Source: an optimization exercise on an open RTL-to-GDS flow (aim: small area, a short achievable clock period and few clock cycles per item). Production flows keep margins and buffers that such runs may drop. In this exercise RTL edits were held to simulation tests only and were not proved equivalent to the original. Power and IR drop assume default switching activity.

==> flow/design.v (excerpt) <==
module int8_zero_point_matvec_core #(
  parameter int MAX_COLUMNS = zpmv_pkg::MAX_COLUMNS_DEF,
  parameter int MAX_ROWS    = zpmv_pkg::MAX_ROWS_DEF
) (
  input  logic                            clk,
  input  logic                            rst,
  input  logic                            in_valid,
  output logic                            in_ready,
  input  logic                            in_mode,
  input  logic signed [7:0]               in_value,
  input  logic [7:0]                      in_vector_index,
  output logic                            out_valid,
  input  logic                            out_ready,
  output logic signed [15:0]              out_row_sum,
  output logic [7:0]                      out_row_number,
  output logic                            out_last_row,
  input  logic                            psel,
  input  logic                            penable,
  input  logic                            pwrite,
  input  logic [zpmv_pkg::CFG_ADDR_W-1:0] paddr,
  input  logic [zpmv_pkg::CFG_DATA_W-1:0] pwdata,
  output logic [zpmv_pkg::CFG_DATA_W-1:0] prdata,
  output logic                            pready
);
Size in the first run: roughly 5200 cells after synthesis, about 2400 flip-flops, about 89000 µm² of cells after synthesis.
export LEC_CHECK = 0
export ABC_CLOCK_PERIOD_IN_PS = 2500
export CAP_MARGIN = 20
export CORE_MARGIN = 2
export CORE_UTILIZATION = 55
export CTS_CLUSTER_DIAMETER = 80
export CTS_CLUSTER_SIZE = 24
export PLACE_DENSITY = 0.75
export SETUP_SLACK_MARGIN = 2.2
export SLEW_MARGIN = 20
create_clock -name core_clock -period 4.6 [get_ports {clk}]
run.sh (not shown) runs the stock make flow with config.mk's settings and CLKGATE_MAP_FILE= SYNTH_SCRIPT=/design/flow/synth_recipe.tcl, a recipe that flattens the netlist after the stock synthesis.
Testbench counts at the start, summed over its fixed seeds: cycles 126,983, items 126,647.
==> next run, changes <==
--- a/flow/design.v
+++ b/flow/design.v
@@ -67,31 +67,31 @@
   input  logic        res_taken,           
   input  logic [7:0]  zero_point,          
   input  logic [7:0]  cm1_d,
   input  logic [7:0]  rm1_d,
   output logic [15:0] mem_we_hi_n,
   output logic [15:0] mem_we_lo_n,
   output logic [7:0]  mem_wdata,
   output logic [15:0] mem_rd_hi,
-  output logic [15:0] mem_rd_lo,
+  output logic [15:0] mem_rd_lo_n,
   output logic        s1_valid,
   output logic [7:0]  s1_weight,
   output logic        s1_end,
   output logic [7:0]  s1_row,
   output logic        s1_last
 );
   localparam int CR_W = $clog2(zpmv_pkg::RES_SLOTS + 1);
   logic            take;
   logic            s0_weight;
   logic [7:0]      s0_value;
   logic [7:0]      col_pos;
   logic [7:0]      row_pos;
   logic [15:0]     col_hi;
-  logic [15:0]     col_lo;
+  logic [15:0]     col_lo_n;
   logic            col_end;
   logic            row_end;
   logic            take_w;
   logic            refund;
   logic [CR_W-1:0] credits;
   logic [CR_W-1:0] credits_nx;
   assign take   = in_valid && in_ready;
   assign take_w = take && in_mode;
@@ -129,36 +129,36 @@
       in_ready <= credits_nx != '0;
     end
   end
   assign col_end = col_pos >= cm1_d;
   assign row_end = row_pos >= rm1_d;
   always_ff @(posedge clk) begin
     if (rst) begin
       col_pos <= '0;
-      col_hi  <= 16'd1;
-      col_lo  <= 16'd1;
+      col_hi   <= 16'd1;
+      col_lo_n <= ~16'd1;
       row_pos <= '0;
     end else if (s0_weight) begin
       if (!col_end) begin
         col_pos <= col_pos + 8'd1;
-        col_lo  <= {col_lo[14:0], col_lo[15]};
-        if (col_lo[15]) begin
+        col_lo_n <= {col_lo_n[14:0], col_lo_n[15]};
+        if (!col_lo_n[15]) begin
           col_hi <= {col_hi[14:0], col_hi[15]};
         end
       end else begin
         col_pos <= '0;
-        col_hi  <= 16'd1;
-        col_lo  <= 16'd1;
+        col_hi   <= 16'd1;
+        col_lo_n <= ~16'd1;
         row_pos <= row_end ? 8'd0 : row_pos + 8'd1;
       end
     end
   end
   assign mem_rd_hi = col_hi;
-  assign mem_rd_lo = col_lo;
+  assign mem_rd_lo_n = col_lo_n;
   always_ff @(posedge clk) begin
     if (rst) begin
       s1_valid <= 1'b0;
     end else begin
       s1_valid <= s0_weight;
     end
   end
   always_ff @(posedge clk) begin
@@ -169,36 +169,36 @@
   end
 endmodule
 module zpmv_vec_mem (
   input  logic        clk,
   input  logic [15:0] we_hi_n,    
   input  logic [15:0] we_lo_n,    
   input  logic [7:0]  wdata,
   input  logic [15:0] rd_hi,      
-  input  logic [15:0] rd_lo,      
+  input  logic [15:0] rd_lo_n,    
   output logic [7:0]  rdata_lo,   
   output logic [7:0]  rdata_hi    
 );
   logic [255:0][7:0] mem;
   logic [15:0][7:0]  grp;
   always_ff @(posedge clk) begin
     for (int h = 0; h < 16; h++) begin
       for (int l = 0; l < 16; l++) begin
         if (!(we_hi_n[h] || we_lo_n[l])) begin
           mem[h*16+l] <= wdata;
         end
       end
     end
   end
   always_comb begin
     for (int h = 0; h < 16; h++) begin
-      grp[h] = '0;
+      grp[h] = '1;
       for (int l = 0; l < 16; l++) begin
-        grp[h] = grp[h] | ({8{rd_lo[l]}} & mem[h*16+l]);
+        grp[h] = grp[h] & ({8{rd_lo_n[l]}} | mem[h*16+l]);
       end
     end
     rdata_lo = '0;
     rdata_hi = '0;
     for (int h = 0; h < 8; h++) begin
       rdata_lo = rdata_lo | ({8{rd_hi[h]}} & grp[h]);
       rdata_hi = rdata_hi | ({8{rd_hi[h+8]}} & grp[h+8]);
     end
@@ -890,17 +890,17 @@
   logic [7:0]  zero_point;
   logic [7:0]  cm1_d;
   logic [7:0]  rm1_d;
   logic        res_taken;
   logic [15:0] mem_we_hi_n;
   logic [15:0] mem_we_lo_n;
   logic [7:0]  mem_wdata;
   logic [15:0] mem_rd_hi;
-  logic [15:0] mem_rd_lo;
+  logic [15:0] mem_rd_lo_n;
   logic [7:0]  mem_rdata_lo;
   logic [7:0]  mem_rdata_hi;
   logic        s1_valid;
   logic [7:0]  s1_weight;
   logic        s1_end;
   logic [7:0]  s1_row;
   logic        s1_last;
   logic [7:0]  s1_rdata_lo;
@@ -931,30 +931,30 @@
     .res_taken       (res_taken),
     .zero_point      (zero_point),
     .cm1_d           (cm1_d),
     .rm1_d           (rm1_d),
     .mem_we_hi_n     (mem_we_hi_n),
     .mem_we_lo_n     (mem_we_lo_n),
     .mem_wdata       (mem_wdata),
     .mem_rd_hi       (mem_rd_hi),
-    .mem_rd_lo       (mem_rd_lo),
+    .mem_rd_lo_n     (mem_rd_lo_n),
     .s1_valid        (s1_valid),
     .s1_weight       (s1_weight),
     .s1_end          (s1_end),
     .s1_row          (s1_row),
     .s1_last         (s1_last)
   );
   zpmv_vec_mem u_mem (
     .clk   (clk),
     .we_hi_n (mem_we_hi_n),
     .we_lo_n (mem_we_lo_n),
     .wdata (mem_wdata),
     .rd_hi (mem_rd_hi),
-    .rd_lo (mem_rd_lo),
+    .rd_lo_n (mem_rd_lo_n),
     .rdata_lo (mem_rdata_lo),
     .rdata_hi (mem_rdata_hi)
   );
   always_ff @(posedge clk) begin
     s1_rdata_lo <= mem_rdata_lo;
     s1_rdata_hi <= mem_rdata_hi;
     s1_rsel     <= |mem_rd_hi[15:8];
   end
The new run passed the timing, design-rule and antenna checks. Synthesized area fell by 1.1%. Setup slack degrades by 0.092 ns. Cell area shrinks by 0.51%. Total power barely changes. Via count rises by 3.1%.
Testbench counts after the change, summed over its fixed seeds: cycles 126,983, items 126,647.

[afterwards: timing with drivers on the ports]
The results above use ideal ports. As a check the final layouts listed here were re-extracted and re-timed, cells and wires unchanged.
Step 1: set_driving_cell puts a clkbuf_16 on clk and a buf_2 on each other input, an assumption about the parent block.
Step 2 also shifts input and output timing later by t, the mid clock arrival at the registers, as if the neighbouring blocks saw the same clock.
a / b / c = no drivers / after step 1 / after step 2; a / b = the first two.
run | shift t [ns] | setup slack, ns | clock arrival spread, ns
the first run | 0.855 | 2.042 / 2.003 / 1.704 | 0.053 / 0.053
the second run | 0.868 | 1.949 / 1.896 / 1.555 | 0.050 / 0.050
After both steps setup and hold are still met in every run listed. The setup slack of the second run, which loses most, moves by -0.053 ns with the drivers and by -0.394 ns with both steps.
